Context: an optimization exercise on an open-source flow, tuned for small area and a short achievable clock period. The choices shown serve that exercise and are no tape-out recipe. RTL that was checked went through simulation tests only; none was proved equivalent to the original. Power and IR drop assume default switching activity.

==> wip/raven <==
## wildcard_byte_pattern_search
module wildcard_byte_pattern_search (
   input  wire logic          clock,
   input  wire logic          reset,
   input  wire logic          req_valid,
   output logic               req_ready,
   input  wire logic [7:0]    req_data_byte,
   input  wire logic          req_last_byte,
   output logic               rsp_valid,
   input  wire logic          rsp_ready,
   output logic               rsp_found,
   output logic [63:0]        rsp_match_address,
   input  wire logic          psel,
   input  wire logic          penable,
   input  wire logic          pwrite,
   input  wire logic [5:0]    paddr,
   input  wire logic [63:0]   pwdata,
   output logic      [63:0]   prdata,
   output logic               pready
);
   logic [127:0] pattern;
   logic [15:0]  wildcard_mask;
   logic [4:0]   pattern_length;
   logic [63:0]  region_base;
   logic [5:0]   region_base_hi_ones;
   wbps_regs u_regs (
      .clock          (clock),
      .reset          (reset),
      .psel           (psel),
      .penable        (penable),
      .pwrite         (pwrite),
      .paddr          (paddr),
      .pwdata         (pwdata),
      .prdata         (prdata),
      .pready         (pready),
      .pattern        (pattern),
      .wildcard_mask  (wildcard_mask),
      .pattern_length (pattern_length),
      .region_base    (region_base),
      .region_base_hi_ones (region_base_hi_ones)
   );
   wbps_core u_core (
      .clock             (clock),
      .reset             (reset),
      .pattern           (pattern),
      .wildcard_mask     (wildcard_mask),
      .pattern_length    (pattern_length),
      .region_base       (region_base),
  ...
==> module wbps_core, before the edit <==
module wbps_core (
   input  wire logic          clock,
   input  wire logic          reset,
   input  wire logic [127:0]  pattern,
   input  wire logic [15:0]   wildcard_mask,
   input  wire logic [4:0]    pattern_length,
   input  wire logic [63:0]   region_base,
   input  wire logic [5:0]    region_base_hi_ones,
   input  wire logic          req_valid,
   output logic               req_ready,
   input  wire logic [7:0]    req_data_byte,
   input  wire logic          req_last_byte,
   output logic               rsp_valid,
   input  wire logic          rsp_ready,
   output logic               rsp_found,
   output logic [63:0]        rsp_match_address
);
   localparam int OFFSET_BITS = 32;    
   localparam int W = OFFSET_BITS;
   logic        in_valid_ff;
   logic [7:0]  in_byte_ff;
   logic        in_last_ff;
   logic        first_ff;       
   logic        done_ff;        
   logic [4:0]  count_ff;       
   logic [14:0] prefix_ff;
   logic [W:0]  addr_ff;        
   logic        out_valid_ff;
   logic        out_found_ff;
   logic        advance, step;
   logic [4:0]  length;
   logic [16:0] length_sel;
   logic [15:0] match;
   logic [15:0] prefix;
   logic        done;
   logic        hit;
   logic [4:0]  count_next;
   logic        full;
   logic [W-1:0] stop_offset;
   logic [W-1:0] stop_carry_in;
   logic [W-1:0] stop_carry_out;
   logic        stop;
   logic        inc;
   logic [W:0]  addr_cur;
   logic [W:0]  addr_ones;
   logic [63-W:0] base_ones;
   assign advance = !out_valid_ff || rsp_ready;
   assign step = in_valid_ff && advance;
   assign req_ready = !in_valid_ff || advance;
   assign length = (pattern_length > 5'd16) ? 5'd16 : pattern_length;
   always_comb begin
      for (int l = 0; l <= 16; l++) begin
         length_sel[l] = (length == 5'(l));
      end
   end
   wbps_match u_match (
      .data          (in_byte_ff),
      .pattern       (pattern),
      .wildcard_mask (wildcard_mask),
      .match         (match)
   );
   always_comb begin
      prefix[0] = match[0];
      for (int i = 1; i < 16; i++) begin
         prefix[i] = match[i] && prefix_ff[i - 1] && !first_ff;
      end
   end
   assign done = done_ff && !first_ff;
   assign hit = |(length_sel[16:1] & prefix) && !done;
   assign count_next = first_ff ? 5'd1 : (count_ff[4] ? count_ff : count_ff + 5'd1);
   assign full = (count_next >= length);
   assign stop_offset = {{(W-5){1'b1}}, ~length};
   assign stop_carry_in = region_base[W-1:0] ^ stop_offset ^ addr_ff[W-1:0];
   assign stop_carry_out = (region_base[W-1:0] & stop_offset)
      | ((region_base[W-1:0] | stop_offset) & ~addr_ff[W-1:0]);
   assign stop = !first_ff && (stop_carry_in == {stop_carry_out[W-2:0], 1'b0});
   assign inc = full && !hit && !stop;
   assign addr_cur = first_ff ? {1'b0, region_base[W-1:0]} : addr_ff;
   always_comb begin
      addr_ones[0] = 1'b1;
      for (int k = 1; k <= W; k++) begin
         addr_ones[k] = addr_ones[k - 1] && addr_cur[k - 1];
      end
      for (int k = 0; k < 64 - W; k++) begin
         base_ones[k] = (region_base_hi_ones >= 6'(k));
      end
   end
   always_ff @(posedge clock) begin
      if (reset) begin
         in_valid_ff <= 1'b0;
         first_ff <= 1'b1;
         out_valid_ff <= 1'b0;
      end else begin
         if (req_ready) in_valid_ff <= req_valid;
         if (step) first_ff <= in_last_ff;
         if (advance) out_valid_ff <= step && (hit || (in_last_ff && !done));
      end
   end
   always_ff @(posedge clock) begin
      if (req_ready) begin
         in_byte_ff <= req_data_byte;
         in_last_ff <= req_last_byte;
      end
      if (step) begin
         done_ff <= done || hit;
         count_ff <= count_next;
         prefix_ff <= prefix[14:0];
         addr_ff <= addr_cur ^ (addr_ones & {(W+1){inc}});
         out_found_ff <= hit;
      end
   end
   assign rsp_valid = out_valid_ff;
   assign rsp_found = out_found_ff;
   assign rsp_match_address = out_found_ff
      ? {region_base[63:W] ^ (base_ones & {(64-W){addr_ff[W]}}), addr_ff[W-1:0]} : 64'd0;
endmodule
clock: 7.2 ns
lec_check: 0
cap_margin: 20
core_margin: 2
core_utilization: 40
cts_buf_list: sky130_fd_sc_hd__clkbuf_8
cts_cluster_diameter: 50
cts_cluster_size: 20
place_density: 0.6
setup_slack_margin: 3.2
slew_margin: 20
tns_end_percent: 5
standard.sh (not shown) runs the stock make flow with config.mk's settings and CLKGATE_MAP_FILE= SYNTH_SCRIPT=/design/flow/synth_recipe.tcl, a recipe that flattens the netlist after the stock synthesis.
==> flow/flow/run.sh <==
#!/bin/bash
# The standard layout (standard.sh), with two placement and clock-tree choices:
# the port buffers that placement inserts are sky130_fd_sc_hd__buf_1, and the
# clock tree is built without dummy loads. make's output goes to standard.log;
# each ORFS step keeps its own log under orfs/logs.
set -euo pipefail
export BUFFER_PORTS_ARGS="-buffer_cell sky130_fd_sc_hd__buf_1"
export CTS_ARGS="-sink_clustering_enable -repair_clock_nets -sink_clustering_size 20 -sink_clustering_max_diameter 50 -buf_list sky130_fd_sc_hd__clkbuf_8 -dont_use_dummy_load"
bash standard.sh > standard.log 2>&1
==> wip/quartz (differences from wip/raven) <==
--- a/flow/design.v
+++ b/flow/design.v
@@ -124,3 +124,3 @@
    logic        in_valid_ff;
-   logic [7:0]  in_byte_ff;
+   logic [15:0] in_match_ff;
    logic        in_last_ff;
@@ -160,3 +160,3 @@
    wbps_match u_match (
-      .data          (in_byte_ff),
+      .data          (req_data_byte),
       .pattern       (pattern),
@@ -166,5 +166,5 @@
    always_comb begin
-      prefix[0] = match[0];
+      prefix[0] = in_match_ff[0];
       for (int i = 1; i < 16; i++) begin
-         prefix[i] = match[i] && prefix_ff[i - 1] && !first_ff;
+         prefix[i] = in_match_ff[i] && prefix_ff[i - 1] && !first_ff;
       end
@@ -204,3 +204,3 @@
       if (req_ready) begin
-         in_byte_ff <= req_data_byte;
+         in_match_ff <= match;
          in_last_ff <= req_last_byte;
==> flow/flow/run.sh (replaced) <==
#!/bin/bash
# The standard layout, with the port buffers that placement inserts made
# sky130_fd_sc_hd__buf_1 instead of the resizer's default choice.
set -euo pipefail
export BUFFER_PORTS_ARGS="-buffer_cell sky130_fd_sc_hd__buf_1"
bash standard.sh > standard.log 2>&1
--- a/flow/config.mk
+++ b/flow/config.mk
@@ -10,8 +10,4 @@
 export CORE_UTILIZATION = 40
-export CTS_BUF_LIST = sky130_fd_sc_hd__clkbuf_8
-export CTS_CLUSTER_DIAMETER = 50
-export CTS_CLUSTER_SIZE = 20
 export PLACE_DENSITY = 0.6
-export SETUP_SLACK_MARGIN = 3.2
+export SETUP_SLACK_MARGIN = 3.4
 export SLEW_MARGIN = 20
-export TNS_END_PERCENT = 5
==> wip/yarrow (differences from wip/raven) <==
--- a/flow/design.v
+++ b/flow/design.v
@@ -124,3 +124,3 @@
    logic        in_valid_ff;
-   logic [7:0]  in_byte_ff;
+   logic [15:0] in_match_ff;
    logic        in_last_ff;
@@ -160,3 +160,3 @@
    wbps_match u_match (
-      .data          (in_byte_ff),
+      .data          (req_data_byte),
       .pattern       (pattern),
@@ -166,5 +166,5 @@
    always_comb begin
-      prefix[0] = match[0];
+      prefix[0] = in_match_ff[0];
       for (int i = 1; i < 16; i++) begin
-         prefix[i] = match[i] && prefix_ff[i - 1] && !first_ff;
+         prefix[i] = in_match_ff[i] && prefix_ff[i - 1] && !first_ff;
       end
@@ -204,3 +204,3 @@
       if (req_ready) begin
-         in_byte_ff <= req_data_byte;
+         in_match_ff <= match;
          in_last_ff <= req_last_byte;
--- a/flow/flow/run.sh
+++ b/flow/flow/run.sh
@@ -7,3 +7,3 @@
 export BUFFER_PORTS_ARGS="-buffer_cell sky130_fd_sc_hd__buf_1"
-export CTS_ARGS="-sink_clustering_enable -repair_clock_nets -sink_clustering_size 20 -sink_clustering_max_diameter 50 -buf_list sky130_fd_sc_hd__clkbuf_8 -dont_use_dummy_load"
+export CTS_ARGS="-sink_clustering_enable -repair_clock_nets -sink_clustering_size 20 -sink_clustering_max_diameter 50 -buf_list sky130_fd_sc_hd__clkbuf_8"
 bash standard.sh > standard.log 2>&1
--- a/flow/config.mk
+++ b/flow/config.mk
@@ -14,4 +14,3 @@
 export PLACE_DENSITY = 0.6
-export SETUP_SLACK_MARGIN = 3.2
+export SETUP_SLACK_MARGIN = 3.4
 export SLEW_MARGIN = 20
-export TNS_END_PERCENT = 5
==> results by group <==
Global route
  – First-pass GRT wire length: ~72 mm

Logic synthesis
  – Mapped Nets: around 1,600
  – EDFF count, synth: ~280

Outcome
  – Run status: complete, no violations
That was wip/raven.
==> results by group <==
Pwr
  – Seq pwr share: 0.500

Logic synthesis
  – Mapped Nets: about 1,600
  – EDFF count, synth: around 290

Outcome
  – Run status: complete, no violations

Global route
  – First-pass GRT wire length: 79.5 mm
That was wip/yarrow.
==> results by group <==
Outcome
  – Run status: complete, no violations

Global route
  – First-pass GRT wire length: between 80 and 90 mm

Cells and area
  – Non-clk bufs: 295

Logic synthesis
  – Mapped Nets: 1,613
  – EDFF count, synth: 291
That was wip/quartz.
For wip/quartz and wip/yarrow, only the layout was checked, not whether the RTL still works.

[port drivers added, routing unchanged]
No port has a modelled driver above. Below, the same layouts with a new extraction and two added sets of constraints.
Step 1 assumes that a clkbuf_16 drives the clock port and a buf_2 every other input.
Step 2 adds t to the input delays and takes it off the output delays; t is the mean of the earliest and latest rising clock arrival at the registers after step 1. Input paths then give back, and output paths get back, about the clock's delay inside the block.
Three values: ideal, step 1, step 2; two values: the first two.
| run | t, ns | setup slack, ns | hold slack, ns | worst register clock-pin slew, ns | worst slew at a driven data input, ns |
|---|---|---|---|---|---|
| wip/raven | 0.635 | 3.172 / 3.063 / 3.063 | 0.528 / 0.528 / 0.528 | 0.11 / 0.11 | 0.14 |
| wip/quartz | 0.579 | 3.267 / 2.901 / 2.901 | 0.472 / 0.472 / 0.472 | 0.06 / 0.06 | 0.38 |
| wip/yarrow | 0.651 | 3.245 / 2.925 / 2.925 | 0.480 / 0.480 / 0.480 | 0.12 / 0.12 | 0.32 |
After both steps setup and hold are still met in every run listed. The setup slack of wip/quartz, which loses most, moves by -0.366 ns with the drivers and by -0.366 ns with both steps.
